From an optimization exercise on the open Yosys and OpenROAD flow, aimed at small area and a short achievable clock period; shortcuts taken in it are not production practice. In this exercise RTL edits were held to simulation tests only and were not proved equivalent to the original. Power and IR drop assume default switching activity.

==> design.v <==
package csr_pkg;
  typedef logic [32-1:0]   csr_data_t;
  typedef logic [12-1:0] csr_addr_t;
  typedef enum logic [1:0] {
    CSR_OP_READ  = 2'b00,
    CSR_OP_WRITE = 2'b01,
    CSR_OP_SET   = 2'b10,
    CSR_OP_CLEAR = 2'b11
  } csr_op_e;
  typedef struct packed {
    csr_op_e   op;
    csr_addr_t addr;
    csr_data_t wdata;
  } csr_req_t;
  typedef struct packed {
    csr_op_e   op;
    csr_addr_t addr;
    csr_data_t wdata;
    logic      illegal;
  } csr_dec_t;
  typedef struct packed {
    csr_data_t rdata;
    logic      illegal;
  } csr_rsp_t;
  typedef struct packed {
    csr_data_t cause;
    csr_data_t epc;
    csr_data_t tval;
  } trap_info_t;
  function automatic csr_data_t csr_apply(csr_op_e op, csr_data_t old_val, csr_data_t wdata);
    case (op)
      csr_pkg::CSR_OP_WRITE: csr_apply = wdata;
      csr_pkg::CSR_OP_SET:   csr_apply = old_val | wdata;
      csr_pkg::CSR_OP_CLEAR: csr_apply = old_val & ~wdata;
      default:      csr_apply = old_val;
    endcase
  endfunction
endpackage
`timescale 1ns/1ps
module csr_unit (
  input  logic        clk_i,
  input  logic        rst_ni,
  input  logic        req_valid_i,
  output logic        req_ready_o,
  input  logic [1:0]  req_op_i,
  input  logic [11:0] req_addr_i,
  input  logic [31:0] req_wdata_i,
  output logic        rsp_valid_o,
  input  logic        rsp_ready_i,
  output logic [31:0] rsp_rdata_o,
  output logic        rsp_illegal_o,
  input  logic        trap_valid_i,
  input  logic [31:0] trap_cause_i,
  input  logic [31:0] trap_epc_i,
  input  logic [31:0] trap_tval_i,
  input  logic        mret_valid_i,
  input  logic        retire_i,
  output logic [31:0] mtvec_o,
  output logic [31:0] mepc_o,
  output logic        mstatus_mie_o
);
  localparam int N_SEL      = 12;
  localparam int S_ILL      = 0;    
  localparam int S_MSTATUS  = 1;
  localparam int S_MISA     = 2;
  localparam int S_MIE      = 3;
  localparam int S_MTVEC    = 4;
  localparam int S_MCNTINH  = 5;
  localparam int S_MSCRATCH = 6;
  localparam int S_MEPC     = 7;
  localparam int S_MCAUSE   = 8;
  localparam int S_MTVAL    = 9;
  localparam int S_MCYCLE   = 10;
  localparam int S_MINSTRET = 11;
  logic        slot_v_q;
  logic [1:0]  op_q;
  logic [N_SEL-1:0] sel_q;
  logic [31:0] wdata_q;
  logic        rsp_v_q;
  logic [31:0] rsp_rdata_q;
  logic        rsp_ill_q;
  logic        stage_ready;
  logic        commit;
  logic        is_rd;
  logic [N_SEL-1:0] sel_d;
  assign stage_ready = !rsp_v_q || rsp_ready_i;
  assign req_ready_o = !slot_v_q || stage_ready;
  assign commit      = slot_v_q && stage_ready;
  assign is_rd = (req_op_i == csr_pkg::CSR_OP_READ);
  always_comb begin
    sel_d = '0;
    case (req_addr_i)
      12'h300:       sel_d[S_MSTATUS]  = 1'b1;
      12'h301:          if (is_rd) sel_d[S_MISA] = 1'b1; else sel_d[S_ILL] = 1'b1;
      12'h304:           sel_d[S_MIE]      = 1'b1;
      12'h305:         sel_d[S_MTVEC]    = 1'b1;
      12'h320: sel_d[S_MCNTINH]  = 1'b1;
      12'h340:      sel_d[S_MSCRATCH] = 1'b1;
      12'h341:          sel_d[S_MEPC]     = 1'b1;
      12'h342:        sel_d[S_MCAUSE]   = 1'b1;
      12'h343:         sel_d[S_MTVAL]    = 1'b1;
      12'hB00:        sel_d[S_MCYCLE]   = 1'b1;
      12'hB02:      sel_d[S_MINSTRET] = 1'b1;
      12'hF11,
      12'hF12,
      12'hF13,
      12'hF14:       if (!is_rd) sel_d[S_ILL] = 1'b1;
      default:                 sel_d[S_ILL] = 1'b1;
    endcase
  end
  always_ff @(posedge clk_i or negedge rst_ni) begin
    if (!rst_ni) begin
      slot_v_q <= 1'b0;
    end else if (req_ready_o) begin
      slot_v_q <= req_valid_i;
    end
  end
  always_ff @(posedge clk_i) begin
    if (req_ready_o) begin
      op_q    <= req_op_i;
      sel_q   <= sel_d;
      wdata_q <= req_wdata_i;
    end
  end
  logic        mstatus_mie_q;
  logic        mstatus_mpie_q;
  logic [31:0] mie_q;
  logic        mie_set_q;
  logic [31:2] mtvec_q;
  logic [31:0] mscratch_q;
  logic        mscratch_set_q;
  logic [31:2] mepc_q;
  logic [31:0] mcause_q;
  logic        mcause_set_q;
  logic [31:0] mtval_q;
  logic        mtval_set_q;
  logic [31:0] mcycle_q;
  logic [31:0] minstret_q;
  logic        cy_inhibit_q;
  logic        ir_inhibit_q;
  logic [31:0] rdata;
  always_comb begin
    rdata = '0;
    rdata[3]  = sel_q[S_MSTATUS] & mstatus_mie_q;
    rdata[7] = sel_q[S_MSTATUS] & mstatus_mpie_q;
    rdata[0] = sel_q[S_MCNTINH] & cy_inhibit_q;
    rdata[2] = sel_q[S_MCNTINH] & ir_inhibit_q;
    rdata = rdata
          | ({32{sel_q[S_MISA]}} & 32'h4000_0100)
          | ({32{sel_q[S_MIE] & mie_set_q}} & mie_q)
          | ({32{sel_q[S_MTVEC]}} & {mtvec_q, 2'b00})
          | ({32{sel_q[S_MSCRATCH] & mscratch_set_q}} & mscratch_q)
          | ({32{sel_q[S_MEPC]}} & {mepc_q, 2'b00})
          | ({32{sel_q[S_MCAUSE] & mcause_set_q}} & mcause_q)
          | ({32{sel_q[S_MTVAL] & mtval_set_q}} & mtval_q)
          | ({32{sel_q[S_MCYCLE]}} & mcycle_q)
          | ({32{sel_q[S_MINSTRET]}} & minstret_q);
  end
  always_ff @(posedge clk_i or negedge rst_ni) begin
    if (!rst_ni) begin
      rsp_v_q <= 1'b0;
    end else if (stage_ready) begin
      rsp_v_q <= slot_v_q;
    end
  end
  always_ff @(posedge clk_i) begin
    if (stage_ready) begin
      rsp_rdata_q <= rdata;
      rsp_ill_q   <= sel_q[S_ILL];
    end
  end
  assign rsp_valid_o   = rsp_v_q;
  assign rsp_rdata_o   = rsp_rdata_q;
  assign rsp_illegal_o = rsp_ill_q;
  logic        wr, op_w, op_s, op_c;
  logic        we_mstatus, we_mie, we_mtvec, we_mcntinh, we_mscratch;
  logic        we_mepc, we_mcause, we_mtval, we_mcycle, we_minstret;
  assign wr   = commit && (op_q != csr_pkg::CSR_OP_READ);
  assign op_w = (op_q == csr_pkg::CSR_OP_WRITE);
  assign op_s = (op_q == csr_pkg::CSR_OP_SET);
  assign op_c = (op_q == csr_pkg::CSR_OP_CLEAR);
  assign we_mstatus  = wr && sel_q[S_MSTATUS];
  assign we_mie      = wr && sel_q[S_MIE];
  assign we_mtvec    = wr && sel_q[S_MTVEC];
  assign we_mcntinh  = wr && sel_q[S_MCNTINH];
  assign we_mscratch = wr && sel_q[S_MSCRATCH];
  assign we_mepc     = wr && sel_q[S_MEPC];
  assign we_mcause   = wr && sel_q[S_MCAUSE];
  assign we_mtval    = wr && sel_q[S_MTVAL];
  assign we_mcycle   = wr && sel_q[S_MCYCLE];
  assign we_minstret = wr && sel_q[S_MINSTRET];
  function automatic logic [31:0] upd(input logic [31:0] old, input logic we,
                                      input logic old_valid);
    logic kill, clr, set;
    kill = we && (op_w || !old_valid);
    clr  = we && op_c;
    set  = we && (op_w || op_s);
    upd  = (old & ~({32{kill}} | ({32{clr}} & wdata_q))) | ({32{set}} & wdata_q);
  endfunction
  logic [31:0] mstatus_w;
  logic [31:0] mstatus_n;
  logic [31:0] mcntinh_w;
  logic [31:0] mcntinh_n;
  logic [31:0] mtvec_n;
  logic [31:0] mepc_n;
  always_comb begin
    mstatus_w = '0;
    mstatus_w[3]  = mstatus_mie_q;
    mstatus_w[7] = mstatus_mpie_q;
    mcntinh_w    = '0;
    mcntinh_w[0] = cy_inhibit_q;
    mcntinh_w[2] = ir_inhibit_q;
  end
  assign mstatus_n = upd(mstatus_w, we_mstatus, 1'b1);
  assign mcntinh_n = upd(mcntinh_w, we_mcntinh, 1'b1);
  assign mtvec_n   = upd({mtvec_q, 2'b00}, we_mtvec, 1'b1);
  assign mepc_n    = upd({mepc_q, 2'b00}, we_mepc, 1'b1);
  always_ff @(posedge clk_i or negedge rst_ni) begin
    if (!rst_ni) begin
      mstatus_mie_q  <= 1'b0;
      mstatus_mpie_q <= 1'b0;
    end else if (trap_valid_i) begin
      mstatus_mpie_q <= mstatus_mie_q;
      mstatus_mie_q  <= 1'b0;
    end else if (mret_valid_i) begin
      mstatus_mie_q  <= mstatus_mpie_q;
      mstatus_mpie_q <= 1'b1;
    end else begin
      mstatus_mie_q  <= mstatus_n[3];
      mstatus_mpie_q <= mstatus_n[7];
    end
  end
  always_ff @(posedge clk_i or negedge rst_ni) begin
    if (!rst_ni) begin
      mtvec_q <= '0;
      mepc_q  <= '0;
    end else begin
      mtvec_q <= mtvec_n[31:2];
      mepc_q  <= trap_valid_i ? trap_epc_i[31:2] : mepc_n[31:2];
    end
  end
  always_ff @(posedge clk_i or negedge rst_ni) begin
    if (!rst_ni) begin
      mie_set_q      <= 1'b0;
      mscratch_set_q <= 1'b0;
      mcause_set_q   <= 1'b0;
      mtval_set_q    <= 1'b0;
    end else begin
      if (we_mie)                     mie_set_q      <= 1'b1;
      if (we_mscratch)                mscratch_set_q <= 1'b1;
      if (trap_valid_i || we_mcause)  mcause_set_q   <= 1'b1;
      if (trap_valid_i || we_mtval)   mtval_set_q    <= 1'b1;
    end
  end
  always_ff @(posedge clk_i) begin
    mie_q      <= upd(mie_q, we_mie, mie_set_q);
    mscratch_q <= upd(mscratch_q, we_mscratch, mscratch_set_q);
    mcause_q   <= trap_valid_i ? trap_cause_i : upd(mcause_q, we_mcause, mcause_set_q);
    mtval_q    <= trap_valid_i ? trap_tval_i  : upd(mtval_q, we_mtval, mtval_set_q);
  end
  logic [31:0] cnt_wv;
  assign cnt_wv = csr_pkg::csr_apply(csr_pkg::csr_op_e'(op_q),
                                     sel_q[S_MCYCLE] ? mcycle_q : minstret_q, wdata_q);
  always_ff @(posedge clk_i or negedge rst_ni) begin
    if (!rst_ni) begin
      mcycle_q     <= '0;
      minstret_q   <= '0;
      cy_inhibit_q <= 1'b0;
      ir_inhibit_q <= 1'b0;
    end else begin
      if (we_mcycle) begin
        mcycle_q <= cnt_wv;
      end else if (!cy_inhibit_q) begin
        mcycle_q <= mcycle_q + 32'd1;
      end
      if (we_minstret) begin
        minstret_q <= cnt_wv;
      end else if (retire_i && !ir_inhibit_q) begin
        minstret_q <= minstret_q + 32'd1;
      end
      cy_inhibit_q <= mcntinh_n[0];
      ir_inhibit_q <= mcntinh_n[2];
    end
  end
  assign mtvec_o       = {mtvec_q, 2'b00};
  assign mepc_o        = {mepc_q, 2'b00};
  assign mstatus_mie_o = mstatus_mie_q;
endmodule
==> flow/run.sh <==
#!/bin/bash
cp standard.sh std_copy.log
export BUFFER_PORTS_ARGS="-buffer_cell sky130_fd_sc_hd__buf_1"
bash standard.sh > standard_flow.log 2>&1
==> standard.sh <==
#!/bin/bash
# synth_recipe.tcl (not shown) runs the flow's synth.tcl, then flattens the netlist and writes it again
# the make line also repeats each setting of config.mk as NAME=value (left out here)
make -C /OpenROAD-flow-scripts/flow DESIGN_CONFIG=/design/flow/config.mk WORK_HOME=/design/flow/orfs CLKGATE_MAP_FILE= SYNTH_SCRIPT=/design/flow/synth_recipe.tcl "${@:-finish}"
==> config.mk <==
export PLATFORM = sky130hd
export DESIGN_NAME = csr_unit
export DESIGN_NICKNAME = csr_unit
export VERILOG_FILES = /design/flow/design.v
export SDC_FILE = /design/flow/constraint.sdc
export NUM_CORES = 4
export LEC_CHECK = 0
export CAP_MARGIN = 20
export CORE_MARGIN = 2
export CORE_UTILIZATION = 40
export SETUP_SLACK_MARGIN = 1.4
export SLEW_MARGIN = 20
==> constraint.sdc <==
create_clock -name core_clock -period 3.5 [get_ports {clk_i}]
set_input_delay 0.7000 -clock core_clock [delete_from_list [all_inputs] [get_ports {clk_i}]]
set_output_delay 0.7000 -clock core_clock [all_outputs]
set_load 0.01 [all_outputs]
==> flow_summary.ini, run 1 <==
[worst_setup_path]
max_stage_delay_ps = 390
required_ps = 3910
worstPathCellList = inv_2 -> ha_4 -> nand2b_4 -> buf_4 -> nor4bb_4 -> buf_6 -> buf_12 -> nand2_1 -> a32oi_1 -> o21ai_0
critPathTopFamily = buffers and inverters
end_kind = flop
arrival_ps = 2600
worst_path_max_delay_cell = edfxtp_1
worst-path-buf-inv = 4
cp-start-kind = flop
critPathMaxFanout = 8
critPathKind = flop to flop

[timing]
setup_viol_count_final = 0
min_period_over_period_pct = 62.6
fmax_mhz = 456
maxSlewHeadroom_pct = 33.7
setup_tns_ps = 0
slew_viol_final = 0
fin_crit_ps = 2190
rsz0062_at_grt = yes
fin_skew_ps = 23.1
hold_viol_final = 0
tightest_slew_ps = 994
setup_ws_ps = 1310

[clock_tree]
cts.sinks = 341
clk_pin_slew_ps = 60
clk-insertion-delay-late_ps = 570
htreeDepth = 2
tritoncts.num_buffers = 40
cts_tree = done
cts_root_buf = clkbuf_16
clock_path_buffers = 3

[min_path]
min_path_type = primary input to asynchronous set/reset pin

[placement]
port_buffers = 242
place_hpwl_um = 39700
dp_slack_ps = 864
gp_congestion = 0.895
dp.cells = 2434

[yosys]
syn-cell-area_sq_um = 17100
synth.area.top_cells = dfrtp_1, dfxtp_1, edfxtp_1
yosys_register_bits = 341
synth_area_per_cell_sq_um = 9.62
yosys.area.top_type_share_pct = 19.6
yosys.area.top_type = dfrtp_1
ys_types = 60
ys_seq_area_share_pct = 48.5
synthFlopType = dfrtp_1
yosys_warnings = 1
synthCells = 1775
synthArstFlopShare_pct = 39.3
synth_edf_count = 79

[grt]
antenna_found_initial = 0
grt_pass1_wl_um = 91500
grt_pass1_vias = 15183
grt_overflow = 0
grtUsageTotal_pct = 26.8
grt_max_degree = 68

[routing]
dr_total_vias = 15611
drc = 0
viasPerCell = 6.13
drt_iter0_drc = 1604
drtPass1Iterations = 9
routedWlPerCell_um = 24.1
wl_um = 61300
final_antenna_net_count = 0

[floorplan]
dieHeight_um = 211
ios = 249
die_area_sq_um = 44400
fp.dieW_um = 211
rows = 75
fp.coreArea_sq_um = 42000
start_util_pct = 40.6

[power]
peakVddDrop_v = 0.000347
clock_power_share_pct = 30.3
internal-power_w = 0.00904
power_density_nw_per_um2 = 657
p_sw_share_pct = 33.2
switchingPower_w = 0.00449
power_frac_comb_pct = 22.2
power.leakage_nw = 7.59
pwr-share-seq_pct = 47.5

[final_layout]
num-nets-final = 2132
antenna_cells = 0
syn_to_final_growth_pct = 20.6
instances_no_fill = 2548
drive_above_1_share_pct = 11.4

[status]
outcome = timing/DRC/antenna clean

[job]
maxCapViolCount = 0
-- Yosys cell counts (all sizes together), types with 9 or more instances --
library cell	number
nor2	22
nand2	338
nor4	11
a22o	25
o21ai	118
nand4	29
a21oi	72
xor2	37
a221oi	27
nand3	59
dfrtp	134
a32o	94
dfxtp	128
clkbuf	144
nor3	12
xnor2	22
a22oi	52
and4	9
a32oi	94
and3	25
a222oi	16
edfxtp	79
nand2b	40
mux2i	76
buf	43
-- layout make-up --
cell class	count	area, sq um
tap	539	674
multi-input combinational	1243	8250
fill	4017	21400
sequential	341	8300
timing repair buffer	343	2070
inverter	8	30.0
clock buffer	55	1120
clock inverter	19	148
-- logic make-up (layout without fill, tap and decap cells) --
kind of cell,count (synthesis),after routing,share of synthesized area (%)
XOR/XNOR,59,59,3.03
flip-flops,341,341,48.5
multiplexers,78,78,4.59
AND/OR/NAND/NOR,582,583,16.2
AO/OA/AOI/OAI,513,513,22.5
buffers and inverters,195,425,4.74
adder cells (fa/ha/maj),6,6,0.440
other,1,4,0.0220
-- power groups by stage --
stage	combinational, W	sequential (W)	clock [W]
2_1_floorplan	0.00203	0.00607	0
3_3_place_gp	0.00275	0.00642	0
3_5_place_dp	0.00282	0.00647	0
4_1_cts	0.00290	0.00639	0.00416
5_1_grt	0.00333	0.00657	0.00431
6_report	0.00300	0.00642	0.00409
-- sequential cells by signal, summed over array words and instances (netlist names), 2 cells and up --
signal,flops
sel_q,12
mscratch_q,32
mie_q,32
minstret_q,32
mtvec_q,30
rsp_rdata_q,32
mcycle_q,32
op_q,2
wdata_q,32
mepc_q,30
mcause_q,32
mtval_q,32
-- path summary, 6_finish.rpt --
check	start	endpoint	slack (ps)	cells after the start
min in group core_clock	req_wdata_i[27]	wdata_q[27]$_DFFE_PP_	290	1
max in group asynchronous	rst_ni	minstret_q[28]$_DFFE_PN0P_	2280	2
setup reg to reg	op_q[1]$_DFFE_PP_	mtval_q[17]$_DFF_P_	1310	10
setup / recovery	op_q[1]$_DFFE_PP_	mtval_q[17]$_DFF_P_	1310	10
hold reg to reg	sel_q[0]$_DFFE_PP_	rsp_ill_q$_DFFE_PN_	450	0
hold / removal	rst_ni	mepc_q[2]$_DFF_PN0_	170	1
-- repair_timing --
item,4_1_cts,5_1_grt
resized for setup,43,116
hold buffers,0,0
cloned,4,6
pin swaps,2,55
endpoints found under the setup margin,254,201
setup buffers,11,19
-- per-stage QoR --
step           util, %  hold slack [ps]  total power, W  cell area, sq um
2_1_floorplan        -              400         0.00811             17100
3_3_place_gp      44.0              453         0.00917             18500
3_5_place_dp      44.0              465         0.00929             18500
4_1_cts           47.7              164          0.0135             20100
5_1_grt           49.0              194          0.0142             20600
6_report          49.0              173          0.0135             20600
-- cells in the final DEF, fill, tap and decap left out, types with 61 or more instances in the layout --
master / netlist / final
a32o_1: 94 / 94
buf_1: 3 / 239
a32oi_1: 94 / 89
dfrtp_1: 134 / 127
o21ai_0: 118 / 83
mux2i_1: 76 / 76
nand2_1: 338 / 322
dfxtp_1: 128 / 128
a21oi_1: 72 / 72
edfxtp_1: 79 / 79
buf_4: 6 / 61
-- metal layers --
| metal | part of all wire (%) | track usage (%) | wire length, um | vias up |
|---|---|---|---|---|
| met5 | 0 | 0 | 0 | - |
| met4 | 3.2 | 9.54 | 1940 | 0 |
| met3 | 7.2 | 4.64 | 4410 | 130 |
| met2 | 47 | 43.2 | 28600 | 715 |
| met1 | 43 | 36.3 | 26400 | 7651 |
| li1 | - | - | - | 7115 |
==> run 2, diff against run 1 <==
--- a/design.v
+++ b/design.v
@@ -74,5 +74,6 @@
   localparam int S_MINSTRET = 11;
   logic        slot_v_q;
-  logic [1:0]  op_q;
+  logic        op_w_q, op_s_q, op_c_q;   
+  logic        op_wr_q;                  
   logic [N_SEL-1:0] sel_q;
   logic [31:0] wdata_q;
@@ -116,7 +117,16 @@
     end
   end
+  always_ff @(posedge clk_i or negedge rst_ni) begin
+    if (!rst_ni) begin
+      op_wr_q <= 1'b0;
+    end else if (req_ready_o) begin
+      op_wr_q <= req_valid_i && !is_rd;
+    end
+  end
   always_ff @(posedge clk_i) begin
     if (req_ready_o) begin
-      op_q    <= req_op_i;
+      op_w_q  <= (req_op_i == csr_pkg::CSR_OP_WRITE);
+      op_s_q  <= (req_op_i == csr_pkg::CSR_OP_SET);
+      op_c_q  <= (req_op_i == csr_pkg::CSR_OP_CLEAR);
       sel_q   <= sel_d;
       wdata_q <= req_wdata_i;
@@ -173,11 +183,12 @@
   assign rsp_rdata_o   = rsp_rdata_q;
   assign rsp_illegal_o = rsp_ill_q;
-  logic        wr, op_w, op_s, op_c;
+  logic        wr;
   logic        we_mstatus, we_mie, we_mtvec, we_mcntinh, we_mscratch;
   logic        we_mepc, we_mcause, we_mtval, we_mcycle, we_minstret;
-  assign wr   = commit && (op_q != csr_pkg::CSR_OP_READ);
-  assign op_w = (op_q == csr_pkg::CSR_OP_WRITE);
-  assign op_s = (op_q == csr_pkg::CSR_OP_SET);
-  assign op_c = (op_q == csr_pkg::CSR_OP_CLEAR);
+  logic [31:0] to1;    
+  logic [31:0] to0;    
+  assign wr  = stage_ready && op_wr_q;   
+  assign to1 = {32{op_w_q || op_s_q}} & wdata_q;
+  assign to0 = ({32{op_w_q}} & ~wdata_q) | ({32{op_c_q}} & wdata_q);
   assign we_mstatus  = wr && sel_q[S_MSTATUS];
   assign we_mie      = wr && sel_q[S_MIE];
@@ -192,9 +203,5 @@
   function automatic logic [31:0] upd(input logic [31:0] old, input logic we,
                                       input logic old_valid);
-    logic kill, clr, set;
-    kill = we && (op_w || !old_valid);
-    clr  = we && op_c;
-    set  = we && (op_w || op_s);
-    upd  = (old & ~({32{kill}} | ({32{clr}} & wdata_q))) | ({32{set}} & wdata_q);
+    upd = (old & ~({32{we}} & to0) & ~{32{we && !old_valid}}) | ({32{we}} & to1);
   endfunction
   logic [31:0] mstatus_w;
@@ -260,6 +267,5 @@
   end
   logic [31:0] cnt_wv;
-  assign cnt_wv = csr_pkg::csr_apply(csr_pkg::csr_op_e'(op_q),
-                                     sel_q[S_MCYCLE] ? mcycle_q : minstret_q, wdata_q);
+  assign cnt_wv = ((sel_q[S_MCYCLE] ? mcycle_q : minstret_q) & ~to0) | to1;
   always_ff @(posedge clk_i or negedge rst_ni) begin
     if (!rst_ni) begin
--- a/config.mk
+++ b/config.mk
@@ -9,4 +9,4 @@
 export CORE_MARGIN = 2
 export CORE_UTILIZATION = 40
-export SETUP_SLACK_MARGIN = 1.4
+export SETUP_SLACK_MARGIN = 1.6
 export SLEW_MARGIN = 20
==> run 2 against run 1 <==
Effect of this change: fmax rose by 14%; sequential share of layout area rose by 0.76 points; global-route usage fell by 0.69 points; sequential power fell by 1%; clock power rose by 2%; synthesized cell count rose by 11%.
==> flow_summary.ini, run 2 <==
[status]
outcome = timing/DRC/antenna clean

[final_layout]
drive_above_1_share_pct = 11.3
antenna_cells = 0
mostFrequentLayoutCell = nand2_1
num-nets-final = 2331
fillers = 4064
syn_to_final_growth_pct = 19.2
fin_area_sq_um = 20400
mostFrequentLayoutCells = nand2_1, buf_1, o21ai_0, a21oi_1, dfxtp_1

[floorplan]
ios = 249
die_area_sq_um = 44400
dieHeight_um = 211
start_util_pct = 40.7
fp.coreArea_sq_um = 42000
rows = 75
fp.dieW_um = 211

[yosys]
synth_edf_count = 80
synthCells = 1976
ys_seq_area_share_pct = 48.8
yosys_register_bits = 343
syn-cell-area_sq_um = 17100
synthArstFlopShare_pct = 39.4
yosysMostFrequentCell = nand2_1
yosys_warnings = 1
synth_common_cells = nand2_1, o21ai_0, a21oi_1
yosys.area.top_type = dfrtp_1
synth_area_per_cell_sq_um = 8.65
yosys.area.top_type_share_pct = 19.8
yosys.area_share.simple_pct = 17.0
synth_fa_ha_area_share_pct = 0.146
synth_top_family_by_area = compound AO/OA/AOI/OAI gates
muxShareOfSynthArea_pct = 4.29
synth_xor_area_share_pct = 3.18
synth.area.top_cells = dfrtp_1, dfxtp_1, edfxtp_1
synth_compound_area_share_pct = 21.1
ys_types = 56
synthFlopType = dfrtp_1

[clock_tree]
clk_pin_slew_ps = 60
cts.sinks = 343
holdBufCountCts = 0
clk-insertion-delay-late_ps = 560
tritoncts.num_buffers = 40
cts_tree = done
htreeDepth = 2
clock_path_buffers = 3
cts_root_buf = clkbuf_16

[routing]
wl_um = 59200
viasPerCell = 5.82
routedWlPerCell_um = 21.5
wl_met2_um = 28200
final_antenna_net_count = 0
wl_met3_um = 4380
drt_iter0_drc = 1372
highest_layer = met4
drtPass1Iterations = 8
dr_total_vias = 15998
m1WireLength_um = 24900
drc = 0

[grt]
grt_pass1_vias = 15490
antenna_found_initial = 0
grt_pass1_wl_um = 90200
grt_max_degree = 75
grt_overflow = 0
grtUsageTotal_pct = 26.1

[job]
maxCapViolCount = 0

[power]
peakVddDrop_v = 0.000288
power_density_nw_per_um2 = 684
power.leakage_nw = 8.14

[timing]
setup_tns_ps = 0
setup_viol_count_final = 0
fmax_mhz = 521
min_period_over_period_pct = 54.9
slew_viol_final = 0
hold_viol_final = 0
rsz0062_at_grt = yes
tightest_slew_ps = 781
fin_skew_ps = 21.1
fin_crit_ps = 1920
maxSlewHeadroom_pct = 47.9

[worst_setup_path]
end_kind = output port
critPathMaxFanout = 3
required_ps = 2800
cp-start-kind = flop
arrival_ps = 1220
critPathKind = flop to output port

[placement]
port_buffers = 242
place_hpwl_um = 39200
gp_congestion = 0.834
placed_area_sq_um = 18600

[min_path]
min_path_type = primary input to asynchronous set/reset pin
run 2: cell types whose count changed after synthesis, sizes merged, moves of 41 or more:
| cell | previous run | this run |
|---|---|---|
| a21oi | 72 | 186 |
| inv | 8 | 81 |
| o21ai | 118 | 198 |
| o22ai | 0 | 64 |
| mux2i | 76 | 35 |
| a32oi | 94 | 0 |
| a32o | 94 | 0 |
| nor2 | 22 | 122 |
run 2: power by group:
part | internal [W] | total [W] | switching [W]
sequential | 0.00525 | 0.00635 | 0.00110
clock | 0.00244 | 0.00416 | 0.00172
combinational | 0.00146 | 0.00343 | 0.00197
total | 0.00915 | 0.0139 | 0.00478
run 2: final timing paths:
kind	slack, ps	end	start	depth (start not counted)
min reg2reg	420	rsp_ill_q$_DFFE_PN_	sel_q[0]$_DFFE_PP_	0
max in group asynchronous	2550	op_wr_q$_DFFE_PN0P_	rst_ni	2
max	1580	req_ready_o	rsp_v_q$_DFFE_PN0N_	2
max reg2reg	1620	mscratch_q[18]$_DFF_P_	rsp_v_q$_DFFE_PN0N_	7
min	160	mtvec_q[26]$_DFF_PN0_	rst_ni	1
min in group core_clock	300	wdata_q[4]$_DFFE_PP_	req_wdata_i[4]	1
run 2: logic make-up (layout without fill, tap and decap cells):
| kind of cell | count (synthesis) | after routing |
|---|---|---|
| flip-flops | 343 | 343 |
| AO/OA/AOI/OAI | 603 | 603 |
| multiplexers | 69 | 69 |
| AND/OR/NAND/NOR | 662 | 664 |
| buffers and inverters | 234 | 465 |
| XOR/XNOR | 62 | 62 |
| adder cells (fa/ha/maj) | 2 | 2 |
| other | 1 | 4 |
run 2: cell type report:
class	count	area [sq um]	area share [%]
flip-flops and latches	343	8360	41.0
inverters	81	304	1.49
well taps	539	674	3.31
multi-input cells	1404	8140	39.9
repair buffers	310	1590	7.80
clock inverters	11	61.3	0.301
clock buffers	63	1240	6.10
run 2: stage by stage:
| step | utilization, % | std cells | worst slack, ps | power (W) | hold WS [ps] |
|---|---|---|---|---|---|
| after global placement | 44.2 | 2650 | 864 | 0.00946 | 409 |
| after global routing | 48.5 | 2751 | 1510 | 0.0147 | 193 |
| final | 48.5 | 2751 | 1580 | 0.0139 | 156 |
| after detailed placement | 44.2 | 2650 | 883 | 0.00959 | 407 |
| after floorplan | - | 1979 | 823 | 0.00833 | 400 |
| after CTS | 47.9 | 2738 | 1530 | 0.0139 | 158 |
run 2: critical path, cell delays in order, from the launching register on:
cell and delay (ps):
dfrtp_1 390, nand3b_1 140, buf_6 140
run 2: timing repair:
action	in CTS	in global routing
pin swaps	4	5
resized for setup	46	44
setup endpoints to repair	294	80
setup buffers	13	12
cloned	1	1
endpoints found under the hold margin	0	0
run 2: layer usage:
layer  global-route usage (%)  vias to the layer above
met5                        0                        -
met2                     43.5                      659
met3                     3.82                      133
met1                     34.8                     7758
met4                     8.96                        0
li1                         -                     7448
==> run 3, diff against run 2 <==
--- a/config.mk
+++ b/config.mk
@@ -9,4 +9,4 @@
 export CORE_MARGIN = 2
 export CORE_UTILIZATION = 40
-export SETUP_SLACK_MARGIN = 1.6
+export SETUP_SLACK_MARGIN = 1.4
 export SLEW_MARGIN = 20
==> run 3 against run 2 <==
Effect of this change: hold slack gained 56 ps; still clean; die area is the same; cell count is 0.80% lower.
==> flow_summary.ini, run 3 <==
[routing]
routedWlPerCell_um = 22.0
drc = 0
drt_iter0_drc = 1595
dr_total_vias = 15741
final_antenna_net_count = 0
drtPass1Iterations = 7
wl_um = 60100
viasPerCell = 5.77

[clock_tree]
cts_tree = done
tritoncts.num_buffers = 40
htreeDepth = 2
clk-insertion-delay-late_ps = 570
clk_pin_slew_ps = 60
cts_root_buf = clkbuf_16
cts.sinks = 343
clock_path_buffers = 3

[timing]
maxSlewHeadroom_pct = 48.7
rsz0062_at_grt = yes
setup_tns_ps = 0
tightest_slew_ps = 769
setup_viol_count_final = 0
hold_viol_final = 0
slew_viol_final = 0
min_period_over_period_pct = 57.5
fin_skew_ps = 26.9
fin_crit_ps = 2010
fmax_mhz = 497

[yosys]
synth.area.top_cells = dfrtp_1, dfxtp_1, edfxtp_1
ys_seq_area_share_pct = 48.8
synth_edf_count = 80
syn-cell-area_sq_um = 17100
yosys_register_bits = 343
ys_types = 56
yosys.area.top_type_share_pct = 19.8
synthCells = 1976
yosys.area.top_type = dfrtp_1
synthFlopType = dfrtp_1
synthArstFlopShare_pct = 39.4
yosysMostFrequentCell = nand2_1
synth_common_cells = nand2_1, o21ai_0, a21oi_1
synth_area_per_cell_sq_um = 8.65
yosys_warnings = 1

[worst_setup_path]
reg2reg_depth = 5
critPathKind = flop to flop
crit_cells = 5
worst_path_max_delay_cell = or4_4
arrival_ps = 2450
worst-path-buf-inv = 0
max_stage_delay_ps = 640
critPathTopFamily = simple AND/OR/NAND/NOR gates
worstPathCellList = nand3b_1 -> or4_4 -> nor4_4 -> xnor2_1 -> o21ai_2
worstReg2RegEnd = mcycle_q[29]$_DFFE_PN0P_
startpoint = cy_inhibit_q$_DFF_PN0_
critPathMaxFanout = 9
required_ps = 3930
end_kind = flop
setup.worst_path.end = mcycle_q[29]$_DFFE_PN0P_
cp-start-kind = flop
rrSetupSlack_ps = 1490
r2r-start = cy_inhibit_q$_DFF_PN0_

[floorplan]
start_util_pct = 40.7
die_area_sq_um = 44400
dieHeight_um = 211
fp.coreArea_sq_um = 42000
fp.dieW_um = 211
ios = 249
rows = 75

[power]
power_density_nw_per_um2 = 688
total_power_w = 0.0137
power.leakage_nw = 7.91
peakVddDrop_v = 0.000335

[final_layout]
syn_to_final_growth_pct = 16.1
seq_area_sq_um = 8340
drive_above_1_share_pct = 7.76
num-nets-final = 2309
fillers = 4107
mostFrequentLayoutCell = nand2_1
mostFrequentLayoutCells = nand2_1, buf_1, o21ai_0, a21oi_1, dfrtp_1
fin_area_sq_um = 19800
multi_input_area_sq_um = 7900
antenna_cells = 0
final_util_pct = 47.2

[grt]
grt_overflow = 0
grtUsageTotal_pct = 26.8
grt_max_degree = 89
antenna_found_initial = 0
grt_pass1_vias = 15577
grt_pass1_wl_um = 91300

[placement]
placed_area_sq_um = 18500
place_hpwl_um = 39100
port_buffers = 242
gp_congestion = 0.854

[status]
outcome = timing/DRC/antenna clean

[min_path]
min_path_type = primary input to asynchronous set/reset pin

[job]
maxCapViolCount = 0
-- run 3: final cells by class --
cell class / instances / area share, %
timing repair buffer: 290 / 6.86
multi-input combinational: 1402 / 39.8
clock buffer: 69 / 6.20
sequential: 343 / 42.0
tap: 539 / 3.40
inverter: 81 / 1.53
clock inverter: 5 / 0.164
-- run 3: metal layers --
layer / track usage [%] / vias to the layer above / wire length (um)
met1: 35.2 / 7562 / 25400
met4: 12.4 / 0 / 2570
met3: 3.88 / 152 / 3860
met2: 43.9 / 631 / 28200
li1: - / 7396 / -
met5: 0 / - / 0
-- run 3: what timing repair did --
| item | 4_1_cts | 5_1_grt |
|---|---|---|
| hold buffers | 0 | 0 |
| setup endpoints to repair | 61 | 37 |
| pin swaps | 1 | 1 |
| endpoints found under the hold margin | 0 | 0 |
| setup buffers | 2 | 1 |
| resized for setup | 9 | 8 |
-- run 3: cell families after synthesis --
logic type	share of synthesized area, %
fa+ha+maj	0.146
simple gates	17.0
xor+xnor	3.18
buf+inv	5.50
mux	4.29
compound gates	21.1
flops	48.8
other cells	0.0219
-- run 3: worst min-delay path by stage --
| stage | cells past startpoint | slack (ps) | end |
|---|---|---|---|
| floorplan | 0 | 400 | cy_inhibit_q$_DFF_PN0_ |
| CTS | 1 | 200 | slot_v_q$_DFFE_PN0P_ |
| global placement | 0 | 410 | rsp_ill_q$_DFFE_PN_ |
| detailed placement | 0 | 430 | rsp_ill_q$_DFFE_PN_ |
| global route | 1 | 230 | slot_v_q$_DFFE_PN0P_ |
| finish | 1 | 210 | slot_v_q$_DFFE_PN0P_ |
-- run 3: power by group --
group | switching, W | leakage [nW] | internal, W | total, W
sequential | 0.00107 | 3.52 | 0.00523 | 0.00631
combinational | 0.00192 | 3.77 | 0.00135 | 0.00327
clock | 0.00170 | 0.619 | 0.00238 | 0.00408
-- run 3: per-stage QoR --
| stage | worst slack [ps] | hold slack (ps) | instances |
|---|---|---|---|
| after detailed placement | 817 | 427 | 2652 |
| after CTS | 1390 | 203 | 2728 |
| after global placement | 854 | 408 | 2652 |
| after floorplan | 823 | 400 | 1979 |
| final | 1490 | 212 | 2729 |
| after global routing | 1310 | 234 | 2729 |
==> run 4, diff against run 3 <==
--- a/config.mk
+++ b/config.mk
@@ -9,4 +9,4 @@
 export CORE_MARGIN = 2
 export CORE_UTILIZATION = 40
-export SETUP_SLACK_MARGIN = 1.4
+export SETUP_SLACK_MARGIN = 1.75
 export SLEW_MARGIN = 20
==> run 4 against run 3 <==
Effect of this change: flip-flop and latch count did not move; first-iteration DRC count down 4.2%; global-route usage grew 0.70 points; largest power group unchanged; power increased by 9.5%; design area rose by 14%; synthesized cell count is the same; largest cell class is now multi-input gates; clock-buffer cell count fell by 12; hold slack better by 19 ps; register-to-register slack better by 130 ps; wire length increased by 9.8%; critical path depth decreased by 2; setup slack worse by 57 ps.
==> flow_summary.ini, run 4 <==
[routing]
dr_total_vias = 17011
routedWlPerCell_um = 22.8
drc = 0
drt_iter0_drc = 1528
final_antenna_net_count = 0
wl_um = 65900
viasPerCell = 5.89
drtPass1Iterations = 6

[power]
peakVddDrop_v = 0.000357
power_density_nw_per_um2 = 659
pwr-share-seq_pct = 41.8
internal-power_w = 0.00986
power.leakage_nw = 9.41
clock_power_share_pct = 27.8
power_frac_comb_pct = 30.4
p_sw_share_pct = 34.1
switchingPower_w = 0.00510

[yosys]
yosys_register_bits = 343
yosys_warnings = 1
yosys.area.top_type_share_pct = 19.8
synth_edf_count = 80
yosys.area.top_type = dfrtp_1
syn-cell-area_sq_um = 17100
ys_types = 56
synth.area.top_cells = dfrtp_1, dfxtp_1, edfxtp_1
synthCells = 1976
synth_common_cells = nand2_1, o21ai_0, a21oi_1
synthArstFlopShare_pct = 39.4
yosysMostFrequentCell = nand2_1
ys_seq_area_share_pct = 48.8
synthFlopType = dfrtp_1
synth_area_per_cell_sq_um = 8.65

[timing]
setup_viol_count_final = 0
hold_viol_final = 0
fin_skew_ps = 12.1
min_period_over_period_pct = 59.1
worst_hold_slack_ps = 231
fmax_mhz = 483
fin_crit_ps = 2070
tightest_slew_ps = 735
slew_viol_final = 0
setup_tns_ps = 0
maxSlewHeadroom_pct = 51.0
rsz0062_at_grt = yes

[clock_tree]
holdBufCountCts = 0
tritoncts.num_buffers = 40
clock_path_buffers = 3
htreeDepth = 2
clk-insertion-delay-late_ps = 560
clk_pin_slew_ps = 50
cts_root_buf = clkbuf_16
cts_tree = done
cts.sinks = 343

[floorplan]
dieHeight_um = 211
start_util_pct = 40.7
ios = 249
die_area_sq_um = 44400
fp.coreArea_sq_um = 42000
fp.dieW_um = 211
rows = 75

[final_layout]
instances_no_fill = 2890
antenna_cells = 0
mostFrequentLayoutCell = nand2_1
multi_input_area_sq_um = 8870
seq_area_sq_um = 8380
num-nets-final = 2473
drive_above_1_share_pct = 23.2
fillers = 3826
syn_to_final_growth_pct = 32.8
mostFrequentLayoutCells = nand2_1, a21oi_1, o21ai_0, buf_4, buf_1

[grt]
grt_pass1_vias = 16067
antenna_found_initial = 1
grt_pass1_wl_um = 94000
grt_max_degree = 79
grt_overflow = 0
grtUsageTotal_pct = 27.5

[worst_setup_path]
arrival_ps = 1370
r2r-start = cy_inhibit_q$_DFF_PN0_
end_kind = output port
worstReg2RegEnd = mcycle_q[29]$_DFFE_PN0P_
setup.worst_path.end = req_ready_o
reg2reg_depth = 6
critPathKind = flop to output port
startpoint = rsp_v_q$_DFFE_PN0N_
required_ps = 2800
cp-start-kind = flop
rrSetupSlack_ps = 1620
critPathMaxFanout = 3

[placement]
dp.cells = 2647
place_hpwl_um = 39300
port_buffers = 242
gp_congestion = 0.851

[min_path]
min_path_type = primary input to asynchronous set/reset pin

[status]
outcome = timing/DRC/antenna clean

[job]
maxCapViolCount = 0
run 4: worst max-delay path, stage by stage (launching register included):
cell      delay, ps
dfrtp_1         410
nand3b_1        140
buf_12          160
buf_6           110
run 4: final cells by class:
type | instances | area share (%)
multi-input cells | 1407 | 39.1
inverters | 81 | 1.34
clock inverters | 14 | 0.612
well taps | 539 | 2.97
flip-flops and latches | 343 | 36.9
repair buffers | 449 | 14.2
clock buffers | 57 | 4.96
run 4: logic make-up after synthesis:
logic type	synth area share (%)
compound gates	21.1
flops	48.8
fa+ha+maj	0.146
mux	4.29
simple gates	17.0
xor+xnor	3.18
buf+inv	5.50
other cells	0.0219
run 4: per-layer routing:
metal,global-route usage [%],up-vias,part of all wire (%)
met4,11.4,0,4.5
met1,35.7,8315,41
met5,0,-,0
met2,46.0,783,47
li1,-,7737,-
met3,4.22,176,7.8
run 4: worst min path at each step:
stage,to,cells after the start
detailed placement,rsp_ill_q$_DFFE_PN_,0
global route,mepc_q[26]$_DFF_PN0_,1
CTS,mepc_q[26]$_DFF_PN0_,1
floorplan,cy_inhibit_q$_DFF_PN0_,0
global placement,rsp_ill_q$_DFFE_PN_,0
finish,mepc_q[26]$_DFF_PN0_,1
run 4: through the flow:
stage                     worst slack (ps)  instance area (sq um)  total power, W  util [%]
after floorplan                        823                  17500         0.00835         -
after global placement                 832                  18600         0.00948      44.3
after detailed placement               781                  18600         0.00961      44.3
after CTS                             1440                  21100          0.0143      50.2
after global routing                  1370                  22700          0.0157      54.0
final                                 1430                  22700          0.0150      54.0
run 4: repair_timing:
item,4_1_cts,5_1_grt
buffers inserted,94,66
resized for setup,161,220
endpoints found under the hold margin,0,0
gates cloned,4,8
pin swaps,14,22
setup endpoints to repair,330,351
run 4: power groups by stage:
| stage | Combinational, W | Sequential [W] | Clock (W) |
|---|---|---|---|
| after detailed placement | 0.00324 | 0.00637 | 0 |
| after global placement | 0.00315 | 0.00633 | 0 |
| after CTS | 0.00392 | 0.00621 | 0.00420 |
| after global routing | 0.00496 | 0.00638 | 0.00435 |
| final | 0.00455 | 0.00625 | 0.00416 |
| after floorplan | 0.00222 | 0.00613 | 0 |
==> run 5, diff against run 4 <==
==> flow/run.sh (replaced) <==
#!/bin/bash
cp standard.sh std_copy.log
export BUFFER_PORTS_ARGS="-buffer_cell sky130_fd_sc_hd__buf_1"
export CTS_ARGS="-sink_clustering_enable -repair_clock_nets -buf_list {sky130_fd_sc_hd__clkbuf_8 sky130_fd_sc_hd__clkbuf_16} -root_buf sky130_fd_sc_hd__clkbuf_16 -sink_clustering_buffer sky130_fd_sc_hd__clkbuf_8 -dont_use_dummy_load"
bash standard.sh > standard_flow.log 2>&1
--- a/config.mk
+++ b/config.mk
@@ -9,4 +9,4 @@
 export CORE_MARGIN = 2
 export CORE_UTILIZATION = 40
-export SETUP_SLACK_MARGIN = 1.75
+export SETUP_SLACK_MARGIN = 1.5
 export SLEW_MARGIN = 20
==> run 5 against run 4 <==
Effect of this change: synthesized area unchanged; wire length decreased by 9.9%; via count decreased by 6.6%; hold slack got worse by 29 ps; first-iteration DRC count decreased by 13%; flip-flop and latch count unchanged; critical path type is now flop to flop; highest routed layer unchanged; die area unchanged; sequential share of layout area increased by 5.4 points; clock power decreased by 22%.
==> flow_summary.ini, run 5 <==
[status]
outcome = timing/DRC/antenna clean

[grt]
grt_pass1_wl_um = 89900
grt_max_degree = 81
grt_overflow = 0
antenna_found_initial = 0
grt_pass1_vias = 15592
grtUsageTotal_pct = 26.1

[placement]
gp_congestion = 0.883
dp_slack_ps = 921
port_buffers = 242
place_hpwl_um = 39500
placed_area_sq_um = 18600

[final_layout]
num-nets-final = 2350
drive_above_1_share_pct = 9.38
mostFrequentLayoutCell = nand2_1
syn_to_final_growth_pct = 15.3
antenna_cells = 0
fin_area_sq_um = 19700
mostFrequentLayoutCells = nand2_1, buf_1, o21ai_0, a21oi_1, dfrtp_1

[timing]
worst_hold_slack_ps = 202
slew_viol_final = 0
setup_ws_ps = 1480
fin_crit_ps = 2020
tightest_slew_ps = 895
min_period_over_period_pct = 57.7
rsz0062_at_grt = yes
maxSlewHeadroom_pct = 40.4
setup_viol_count_final = 0
hold_viol_final = 0
fin_skew_ps = 26.8
setup_tns_ps = 0
fmax_mhz = 495

[job]
maxCapViolCount = 0

[clock_tree]
tritoncts.num_buffers = 61
clk-insertion-delay-late_ps = 560
cts_tree = done
cts_root_buf = clkbuf_16
clock_path_buffers = 3
holdBufCountCts = 0
htreeDepth = 2
cts.sinks = 343
clk_pin_slew_ps = 60

[worst_setup_path]
max_stage_delay_ps = 840
critPathKind = flop to flop
crit_cells = 5
worstPathCellList = nand4_1 -> or4_2 -> nor3_2 -> xnor2_1 -> o21ai_1
critPathTopFamily = simple AND/OR/NAND/NOR gates
worstReg2RegEnd = mcycle_q[23]$_DFFE_PN0P_
worst-path-buf-inv = 0
critPathMaxFanout = 5
reg2reg_depth = 5
end_kind = flop
required_ps = 3920
cp-start-kind = flop
arrival_ps = 2440
rrSetupSlack_ps = 1480
worst_path_max_delay_cell = or4_2
r2r-start = mcycle_q[8]$_DFFE_PN0P_

[floorplan]
start_util_pct = 40.7
fp.dieW_um = 211
dieHeight_um = 211
ios = 249
fp.coreArea_sq_um = 42000
die_area_sq_um = 44400
rows = 75

[yosys]
syn-cell-area_sq_um = 17100
yosys_register_bits = 343
synthCells = 1976
ys_types = 56
yosys.area.top_type_share_pct = 19.8
yosys_warnings = 1
synth_edf_count = 80
synth_area_per_cell_sq_um = 8.65
synth_common_cells = nand2_1, o21ai_0, a21oi_1
synthFlopType = dfrtp_1
ys_seq_area_share_pct = 48.8
yosys.area.top_type = dfrtp_1
synth.area.top_cells = dfrtp_1, dfxtp_1, edfxtp_1
yosysMostFrequentCell = nand2_1
synthArstFlopShare_pct = 39.4

[routing]
routedWlPerCell_um = 21.7
final_antenna_net_count = 0
drt_iter0_drc = 1324
drc = 0
wl_um = 59400
drtPass1Iterations = 8
viasPerCell = 5.81
dr_total_vias = 15884

[power]
peakVddDrop_v = 0.000336
power.leakage_nw = 7.90
power_density_nw_per_um2 = 655

[min_path]
min_path_type = primary input to asynchronous set/reset pin
[run 5: stage by stage]
stage / util (%) / std cells / power [W]
global route: 46.9 / 2736 / 0.0136
detailed placement: 44.1 / 2657 / 0.00959
finish: 46.9 / 2736 / 0.0129
CTS: 46.5 / 2725 / 0.0129
floorplan: - / 1979 / 0.00830
global placement: 44.1 / 2657 / 0.00944
[run 5: what timing repair did]
item                                   CTS  global route
pin swaps                                2             6
setup endpoints to repair              148           125
gates resized for setup                 10            24
gates cloned                             0             1
setup buffers                            7            10
endpoints found under the hold margin    0             0
[run 5: cells by family (layout without fill, tap and decap cells)]
kind of cell | Yosys count | after routing | synth area share (%)
flops | 343 | 343 | 48.8
compound gates | 603 | 603 | 21.1
fa+ha+maj | 2 | 2 | 0.146
mux | 69 | 69 | 4.29
xor+xnor | 62 | 62 | 3.18
buf+inv | 234 | 451 | 5.50
other cells | 1 | 4 | 0.0219
simple gates | 662 | 663 | 17.0
[run 5: per-layer routing]
layer	wire, um	vias to the layer above	global-route usage, %
li1	-	7433	-
met1	25400	7680	34.4
met2	27700	622	42.5
met3	3940	149	4.34
met4	2330	0	11.7
met5	0	-	0
[run 5: area by class of cell]
type | instances | area (sq um)
Clock buffer | 61 | 896
Tap cell | 539 | 674
Sequential cell | 343 | 8350
Fill cell | 4108 | 22300
Inverter | 81 | 304
Multi-Input combinational cell | 1403 | 7960
Timing Repair Buffer | 309 | 1520
[run 5: power breakdown]
part / switching [W] / total, W / internal (W)
sequential: 0.00108 / 0.00631 / 0.00524
clock: 0.00157 / 0.00323 / 0.00166
combinational: 0.00194 / 0.00336 / 0.00142
total: 0.00459 / 0.0129 / 0.00832
[run 5: worst max-delay path by stage]
stage | slack [ps] | start | to
3_3_place_gp | 990 | rsp_ready_i | mie_q[9]$_DFF_P_
6_report | 1480 | mcycle_q[8]$_DFFE_PN0P_ | mcycle_q[23]$_DFFE_PN0P_
2_1_floorplan | 820 | rsp_ready_i | op_wr_q$_DFFE_PN0P_
5_1_grt | 1400 | mcycle_q[8]$_DFFE_PN0P_ | mcycle_q[23]$_DFFE_PN0P_
3_5_place_dp | 920 | rsp_ready_i | mtvec_q[13]$_DFF_PN0_
4_1_cts | 1340 | sel_q[4]$_DFFE_PP_ | mtvec_q[13]$_DFF_PN0_
==> run 6, diff against run 5 <==
--- a/config.mk
+++ b/config.mk
@@ -8,5 +8,5 @@
 export CAP_MARGIN = 20
 export CORE_MARGIN = 2
-export CORE_UTILIZATION = 40
-export SETUP_SLACK_MARGIN = 1.5
+export CORE_UTILIZATION = 55
+export SETUP_SLACK_MARGIN = 1.6
 export SLEW_MARGIN = 20
==> run 6 against run 5 <==
Effect of this change: via count up 4.6%; critical path type is now flop to output port; still clean; clock power shrank 4%; largest cell class unchanged; hold slack got worse by 8.1 ps; fmax is 2.0% higher; cell count down 4.9%; critical endpoint is now req_ready_o.
==> flow_summary.ini, run 6 <==
[status]
outcome = timing/DRC/antenna clean

[routing]
dr_total_vias = 16613
drtPass1Iterations = 6
drt_iter0_drc = 1913
routedWlPerCell_um = 23.5
viasPerCell = 6.38
final_antenna_net_count = 0
wl_um = 61100
drc = 0

[yosys]
synth.area.top_cells = dfrtp_1, dfxtp_1, edfxtp_1
yosys.area.top_type_share_pct = 19.8
synth_common_cells = nand2_1, o21ai_0, a21oi_1
synthCells = 1976
syn-cell-area_sq_um = 17100
synth_area_per_cell_sq_um = 8.65
synthFlopType = dfrtp_1
synthArstFlopShare_pct = 39.4
synth_edf_count = 80
yosys.area.top_type = dfrtp_1
yosys_register_bits = 343
ys_seq_area_share_pct = 48.8
yosys_warnings = 1
yosysMostFrequentCell = nand2_1
ys_types = 56

[timing]
maxSlewHeadroom_pct = 50.0
fin_crit_ps = 1980
rsz0062_at_grt = yes
fmax_mhz = 505
tightest_slew_ps = 730
worst_hold_slack_ps = 193
setup_tns_ps = 0
slew_viol_final = 0
setup_viol_count_final = 0
fin_skew_ps = 28.2
hold_viol_final = 0
min_period_over_period_pct = 56.5

[final_layout]
num-nets-final = 2359
mostFrequentLayoutCell = nand2_1
syn_to_final_growth_pct = 18.0
mostFrequentLayoutCells = nand2_1, buf_1, o21ai_0, a21oi_1, dfxtp_1
drive_above_1_share_pct = 13.1
final_util_pct = 66.0
fillers = 2654

[clock_tree]
clk_pin_slew_ps = 60
holdBufCountCts = 0
clock_path_buffers = 3
clk-insertion-delay-late_ps = 530
cts.sinks = 343
cts_tree = done
htreeDepth = 2
cts_root_buf = clkbuf_16
tritoncts.num_buffers = 58

[floorplan]
rows = 64
fp.dieW_um = 180
ios = 249
dieHeight_um = 180
fp.coreArea_sq_um = 30600
start_util_pct = 55.9
die_area_sq_um = 32500

[worst_setup_path]
end_kind = output port
cp-start-kind = flop
critPathMaxFanout = 2
required_ps = 2800
arrival_ps = 1280
critPathKind = flop to output port

[power]
power.leakage_nw = 8.06
power_frac_comb_pct = 27.1
clock_power_share_pct = 23.9
pwr-share-seq_pct = 49.0
p_sw_share_pct = 35.9
switchingPower_w = 0.00466
power_density_nw_per_um2 = 643
internal-power_w = 0.00833
peakVddDrop_v = 0.000363

[min_path]
min_path_type = primary input to asynchronous set/reset pin

[grt]
grt_overflow = 0
antenna_found_initial = 0
grt_pass1_wl_um = 88100
grtUsageTotal_pct = 34.3
grt_pass1_vias = 15649
grt_max_degree = 81

[placement]
gp_congestion = 0.862
port_buffers = 242
place_hpwl_um = 36300

[job]
maxCapViolCount = 0
==> run 6: path summary, 6_finish.rpt <==
| path | startpoint | endpoint | slack (ps) | cells past startpoint |
|---|---|---|---|---|
| worst max-delay path | rsp_v_q$_DFFE_PN0N_ | req_ready_o | 1520 | 3 |
| worst min-delay path | rst_ni | mepc_q[30]$_DFF_PN0_ | 190 | 1 |
| worst max register to register | sel_q[4]$_DFFE_PP_ | rsp_rdata_q[31]$_DFFE_PN_ | 1580 | 4 |
| worst min register to register | sel_q[0]$_DFFE_PP_ | rsp_ill_q$_DFFE_PN_ | 420 | 0 |
| max in group asynchronous | rst_ni | mcycle_q[18]$_DFFE_PN0P_ | 2250 | 2 |
| min in group core_clock | req_wdata_i[8] | wdata_q[8]$_DFFE_PP_ | 340 | 1 |
==> run 6: what timing repair did <==
action                                  CTS  global route
gates cloned                              2             7
buffers inserted                         14            14
endpoints found under the setup margin  286           180
pin swaps                                 5            11
hold endpoints to repair                  0             0
gates resized for setup                  55            85
==> run 6: logic make-up after synthesis <==
| kind of cell | Yosys count | synth area share (%) |
|---|---|---|
| simple gates | 662 | 17.0 |
| compound gates | 603 | 21.1 |
| flops | 343 | 48.8 |
| buf+inv | 234 | 5.50 |
| mux | 69 | 4.29 |
| xor+xnor | 62 | 3.18 |
| fa+ha+maj | 2 | 0.146 |
| other cells | 1 | 0.0219 |
==> run 6: stage by stage <==
step	power (W)	setup WS, ps	area, sq um	instances
final	0.0130	1520	20200	2603
after global routing	0.0136	1490	20200	2602
after CTS	0.0127	1530	19600	2581
after detailed placement	0.00952	734	18400	2507
after global placement	0.00941	779	18400	2507
after floorplan	0.00833	823	17400	1979
==> run 6: worst max-delay path, cell delays in order (launching register included) <==
cell and delay (ps):
dfrtp_1 370, nand3b_1 120, buf_6 150, buf_6 110
==> run 6: power by group through the flow <==
stage / logic (W) / registers (W) / clock network (W)
detailed placement: 0.00314 / 0.00638 / 0
CTS: 0.00328 / 0.00630 / 0.00312
global placement: 0.00307 / 0.00634 / 0
global route: 0.00386 / 0.00650 / 0.00329
finish: 0.00352 / 0.00636 / 0.00310
floorplan: 0.00220 / 0.00613 / 0
==> run 6: final cells by class <==
class	instances	area, sq um	area share [%]
antenna	1	2.50	0.0124
multi-input combinational	1406	8360	41.4
sequential	343	8360	41.5
clock buffer	58	855	4.24
timing repair buffer	318	1800	8.92
tap	396	495	2.46
inverter	81	304	1.51
==> run 6: metal layers <==
metal	vias up	GRT usage (%)	wire, um
li1	7446	-	-
met1	7886	45.0	24400
met2	1068	55.6	27500
met3	213	6.06	6120
met4	0	15.5	3030
met5	-	0	0
==> run 7, diff against run 6 <==
--- a/config.mk
+++ b/config.mk
@@ -8,5 +8,5 @@
 export CAP_MARGIN = 20
 export CORE_MARGIN = 2
-export CORE_UTILIZATION = 55
+export CORE_UTILIZATION = 40
 export SETUP_SLACK_MARGIN = 1.6
 export SLEW_MARGIN = 20
==> run 7 against run 6 <==
Effect of this change: flip-flop and latch count is the same; critical path type unchanged; hold slack lost 14 ps; design area shrank 1.5%; synthesized cell count is the same; non-clock buffer count shrank 16; setup slack gained 53 ps; clock power grew 3%; critical path depth shrank 1; sequential share of layout area grew 0.64 points; die area grew 37%; global-route usage shrank 8.0 points; sequential power is essentially flat.
==> flow_summary.ini, run 7 <==
[status]
outcome = timing/DRC/antenna clean

[final_layout]
mostFrequentLayoutCell = nand2_1
num-nets-final = 2343
multi_input_area_sq_um = 8120
drive_above_1_share_pct = 10.6
syn_to_final_growth_pct = 16.2
antenna_cells = 0
mostFrequentLayoutCells = nand2_1, buf_1, o21ai_0, a21oi_1, dfxtp_1
final_util_pct = 47.3
fillers = 4113
seq_area_sq_um = 8360
fin_area_sq_um = 19900

[clock_tree]
tritoncts.num_buffers = 60
clock_path_buffers = 3
clk_pin_slew_ps = 50
clk-insertion-delay-late_ps = 570
holdBufCountCts = 0
cts_root_buf = clkbuf_16
cts.sinks = 343
htreeDepth = 2
cts_tree = done

[routing]
drt_iter0_drc = 1519
drtPass1Iterations = 6
wl_um = 59100
final_antenna_net_count = 0
drc = 0
dr_total_vias = 15844
viasPerCell = 5.81
routedWlPerCell_um = 21.7

[grt]
grt_overflow = 0
antenna_found_initial = 1
grtUsageTotal_pct = 26.3
grt_max_degree = 75
grt_pass1_wl_um = 90500
grt_pass1_vias = 15523

[yosys]
synth_fa_ha_area_share_pct = 0.146
yosysMostFrequentCell = nand2_1
synth.area.top_cells = dfrtp_1, dfxtp_1, edfxtp_1
yosys.area_share.simple_pct = 17.0
synth_area_per_cell_sq_um = 8.65
yosys_register_bits = 343
synth_common_cells = nand2_1, o21ai_0, a21oi_1
synthCells = 1976
ys_types = 56
yosys.area.top_type = dfrtp_1
synth_top_family_by_area = compound AO/OA/AOI/OAI gates
synthFlopType = dfrtp_1
ys_seq_area_share_pct = 48.8
synth_compound_area_share_pct = 21.1
yosys.area.top_type_share_pct = 19.8
synth_xor_area_share_pct = 3.18
syn-cell-area_sq_um = 17100
yosys_warnings = 1
synth_edf_count = 80
muxShareOfSynthArea_pct = 4.29
synthArstFlopShare_pct = 39.4

[power]
power.leakage_nw = 7.89
power_density_nw_per_um2 = 649
peakVddDrop_v = 0.000319

[timing]
hold_viol_final = 0
fin_skew_ps = 41.7
maxSlewHeadroom_pct = 48.9
fin_crit_ps = 1930
slew_viol_final = 0
rsz0062_at_grt = yes
setup_viol_count_final = 0
tightest_slew_ps = 766
fmax_mhz = 519
min_period_over_period_pct = 55.0
setup_tns_ps = 0

[worst_setup_path]
critPathMaxFanout = 3
arrival_ps = 1230
required_ps = 2800
cp-start-kind = flop
end_kind = output port
critPathKind = flop to output port
reg2reg_depth = 6

[placement]
gp_congestion = 0.834
place_hpwl_um = 39200
placed_area_sq_um = 18600
port_buffers = 242

[floorplan]
rows = 75
die_area_sq_um = 44400
fp.dieW_um = 211
start_util_pct = 40.7
dieHeight_um = 211
fp.coreArea_sq_um = 42000
ios = 249

[min_path]
min_path_type = primary input to asynchronous set/reset pin

[job]
maxCapViolCount = 0
-- run 7: cell types whose count changed in the layout (fill, tap and decap cells not counted), sizes merged --
| cell | previous run | this run |
|---|---|---|
| clkbuf | 65 | 62 |
| diode | 1 | 0 |
| buf | 311 | 300 |
| nand2 | 352 | 350 |
-- run 7: power by group --
| part | internal, W | total [W] | switching, W |
|---|---|---|---|
| Clock | 0.00164 | 0.00318 | 0.00154 |
| Combinational | 0.00142 | 0.00337 | 0.00195 |
| Sequential | 0.00525 | 0.00635 | 0.00110 |
| Total | 0.00831 | 0.0129 | 0.00460 |
-- run 7: final timing paths --
check / start / endpoint / slack (ps)
min reg2reg: sel_q[0]$_DFFE_PP_ / rsp_ill_q$_DFFE_PN_ / 430
max reg2reg: rsp_v_q$_DFFE_PN0N_ / mie_q[25]$_DFF_P_ / 1590
min in group core_clock: req_wdata_i[13] / wdata_q[13]$_DFFE_PP_ / 310
min: rst_ni / mepc_q[30]$_DFF_PN0_ / 180
max in group asynchronous: rst_ni / mcycle_q[3]$_DFFE_PN0P_ / 2530
max: rsp_v_q$_DFFE_PN0N_ / req_ready_o / 1570
-- run 7: layout make-up --
cell class,instances,area share (%)
flip-flops and latches,343,42.1
clock buffers,60,4.44
multi-input cells,1404,40.9
inverters,81,1.53
well taps,539,3.39
repair buffers,302,7.66
-- run 7: cells by family (layout without fill, tap and decap cells) --
group | after synthesis | in the layout
buffers and inverters | 234 | 443
AO/OA/AOI/OAI | 603 | 603
multiplexers | 69 | 69
other | 1 | 4
AND/OR/NAND/NOR | 662 | 664
flip-flops | 343 | 343
adder cells (fa/ha/maj) | 2 | 2
XOR/XNOR | 62 | 62
-- run 7: stage by stage --
stage,cells,total power [W],hold WS [ps],setup WS (ps)
global placement,2650,0.00946,409,864
global route,2729,0.0136,205,1490
detailed placement,2650,0.00959,407,883
finish,2729,0.0129,180,1570
CTS,2723,0.0129,174,1540
floorplan,1979,0.00833,400,823
-- run 7: metal layers --
layer	track usage [%]	part of all wire, %	up-vias
met5	0	0.022	-
met4	9.08	2.7	2
met3	4.25	6.8	123
met2	43.8	48	625
met1	34.8	42	7676
li1	-	-	7418
-- run 7: critical path, stage by stage (launching register included) --
cell and delay [ps]:
dfrtp_1 400, nand3b_1 150, buf_6 140
-- run 7: repair_timing --
action | 4_1_cts | 5_1_grt
resized for setup | 46 | 30
pin swaps | 8 | 5
endpoints found under the hold margin | 0 | 0
cloned | 2 | 0
buffers inserted | 11 | 6
setup endpoints to repair | 289 | 113
==> run 8, diff against run 7 <==
--- a/config.mk
+++ b/config.mk
@@ -11,2 +11,3 @@
 export SETUP_SLACK_MARGIN = 1.6
 export SLEW_MARGIN = 20
+export TNS_END_PERCENT = 20
==> run 8 against run 7 <==
Effect of this change: synthesized cell count unchanged; register-to-register slack got worse by 70 ps; utilization down 0.057 points; critical path type is now flop to flop; still clean; largest cell class unchanged; largest power group unchanged; critical endpoint is now rsp_rdata_q[0]$_DFFE_PN_.
==> flow_summary.ini, run 8 <==
[timing]
setup_viol_count_final = 0
worst_hold_slack_ps = 210
maxSlewHeadroom_pct = 48.5
fmax_mhz = 506
fin_skew_ps = 49.9
rsz0062_at_grt = yes
slew_viol_final = 0
fin_crit_ps = 1980
setup_tns_ps = 0
min_period_over_period_pct = 56.5
tightest_slew_ps = 773
hold_viol_final = 0

[min_path]
min_path_type = primary input to asynchronous set/reset pin

[clock_tree]
clk-insertion-delay-late_ps = 570
cts.sinks = 343
cts_tree = done
cts_root_buf = clkbuf_16
tritoncts.num_buffers = 61
holdBufCountCts = 0
clk_pin_slew_ps = 60
clock_path_buffers = 3
htreeDepth = 2

[final_layout]
multi_input_area_sq_um = 8070
num-nets-final = 2351
fillers = 4102
antenna_cells = 0
fin_area_sq_um = 19800
drive_above_1_share_pct = 10.5
syn_to_final_growth_pct = 16.1
mostFrequentLayoutCells = nand2_1, buf_1, o21ai_0, a21oi_1, dfxtp_1
seq_area_sq_um = 8360
mostFrequentLayoutCell = nand2_1

[grt]
grtUsageTotal_pct = 27.0
antenna_found_initial = 0
grt_pass1_wl_um = 92000
grt_max_degree = 92
grt_overflow = 0
grt_pass1_vias = 15586

[placement]
placed_area_sq_um = 18500
port_buffers = 242
gp_congestion = 0.860
place_hpwl_um = 39400

[floorplan]
rows = 75
ios = 249
dieHeight_um = 211
start_util_pct = 40.7
die_area_sq_um = 44400
fp.dieW_um = 211
fp.coreArea_sq_um = 42000

[yosys]
synthArstFlopShare_pct = 39.4
yosys.area.top_type_share_pct = 19.8
ys_types = 56
yosys.area.top_type = dfrtp_1
ys_seq_area_share_pct = 48.8
synth_area_per_cell_sq_um = 8.65
yosysMostFrequentCell = nand2_1
synthFlopType = dfrtp_1
synthCells = 1976
synth_common_cells = nand2_1, o21ai_0, a21oi_1
yosys_register_bits = 343
synth.area.top_cells = dfrtp_1, dfxtp_1, edfxtp_1
yosys_warnings = 1
synth_edf_count = 80
syn-cell-area_sq_um = 17100

[worst_setup_path]
end_kind = flop
worst_path_max_delay_cell = edfxtp_1
max_stage_delay_ps = 560
cp-start-kind = flop
worst-path-buf-inv = 1
critPathKind = flop to flop
rrSetupSlack_ps = 1520
required_ps = 3730
critPathTopFamily = flip-flops
worstPathCellList = buf_4 -> a222oi_1 -> nand3_1
arrival_ps = 2200
critPathMaxFanout = 18

[power]
power_density_nw_per_um2 = 656
power.leakage_nw = 7.91
total_power_w = 0.0130
peakVddDrop_v = 0.000323

[routing]
routedWlPerCell_um = 22.4
drt_iter0_drc = 1709
final_antenna_net_count = 0
dr_total_vias = 16033
drc = 0
drtPass1Iterations = 7
viasPerCell = 5.86
wl_um = 61200

[status]
outcome = timing/DRC/antenna clean

[job]
maxCapViolCount = 0
[run 8: worst paths after layout]
path / startpoint / end / depth (start not counted)
worst max-delay path: sel_q[11]$_DFFE_PP_ / rsp_rdata_q[0]$_DFFE_PN_ / 3
worst min-delay path: rst_ni / rsp_v_q$_DFFE_PN0N_ / 1
worst max register to register: sel_q[11]$_DFFE_PP_ / rsp_rdata_q[0]$_DFFE_PN_ / 3
worst min register to register: sel_q[0]$_DFFE_PP_ / rsp_ill_q$_DFFE_PN_ / 0
max in group asynchronous: rst_ni / mtvec_q[16]$_DFF_PN0_ / 2
min in group core_clock: req_wdata_i[8] / wdata_q[8]$_DFFE_PP_ / 1
[run 8: cells by family (layout without fill, tap and decap cells)]
kind of cell	count (synthesis)	count (layout)	share of synthesized area, %
simple gates	662	665	17.0
compound gates	603	603	21.1
flops	343	343	48.8
buf+inv	234	450	5.50
mux	69	69	4.29
xor+xnor	62	62	3.18
fa+ha+maj	2	2	0.146
other cells	1	4	0.0219
[run 8: what timing repair did]
| action | in CTS | in global routing |
|---|---|---|
| pin swaps | 6 | 7 |
| resized for setup | 26 | 46 |
| endpoints found under the setup margin | 221 | 153 |
| endpoints found under the hold margin | 0 | 0 |
| gates cloned | 2 | 1 |
| buffers inserted | 5 | 14 |
[run 8: final cells by class]
cell class / instances / area share (%)
Multi-Input combinational cell: 1405 / 40.6
Tap cell: 539 / 3.40
Clock buffer: 61 / 4.51
Inverter: 81 / 1.53
Timing Repair Buffer: 308 / 7.79
Sequential cell: 343 / 42.1
[run 8: layer usage]
layer / part of all wire [%] / routed length (um) / global-route usage, %
met5: 0 / 0 / 0
met4: 4.2 / 2560 / 11.5
met3: 8.1 / 4930 / 5.37
met2: 46 / 27900 / 42.8
met1: 42 / 25800 / 36.0
[run 8: where the power goes]
| part | switching (W) | leakage, nW | internal [W] |
|---|---|---|---|
| Clock | 0.00158 | 0.464 | 0.00166 |
| Sequential | 0.00109 | 3.51 | 0.00525 |
| Combinational | 0.00199 | 3.94 | 0.00144 |
| Total | 0.00467 | 7.91 | 0.00835 |
[run 8: worst register-to-register path: stages, from the launching register on]
cell      delay [ps]
edfxtp_1         560
buf_4            330
a222oi_1         500
nand3_1          240
[run 8: stage by stage]
step	util, %	setup slack, ps	cells
2_1_floorplan	-	823	1979
3_3_place_gp	44.0	792	2654
3_5_place_dp	44.0	747	2654
4_1_cts	46.4	1490	2722
5_1_grt	47.2	1460	2737
6_report	47.2	1520	2737

[port drivers added, routing unchanged]
The flow's constraints put no driver on any port. The routed layouts listed below were extracted and timed again, unchanged, in two steps. Step 1 sets driving cells, clkbuf_16 on the clock port and buf_2 on the other inputs (assumed; they add their load-dependent delay and slew). Step 2, shift: input delay + t, output delay - t, t = (earliest + latest rising clock arrival at the registers) / 2. This alone moves slack from input paths to output paths. Three values: no drivers, after step 1, after step 2; two values: the first two.
run	t, ns	slack for setup (ns)	pins driven straight from the clock port
run 1	0.619	1.309 / 1.309 / 1.072	1
run 2	0.605	1.580 / 1.525 / 1.189	1
run 3	0.613	1.488 / 1.472 / 1.050	1
run 4	0.607	1.431 / 1.375 / 1.209	1
run 5	0.599	1.481 / 1.472 / 1.143	1
run 6	0.571	1.521 / 1.467 / 1.204	1
run 7	0.601	1.575 / 1.519 / 1.097	1
run 8	0.602	1.522 / 1.492 / 1.048	1
After both steps every run listed still meets setup and hold. The setup slack of run 7, which loses most, moves by -0.056 ns with the drivers and by -0.478 ns with both steps.
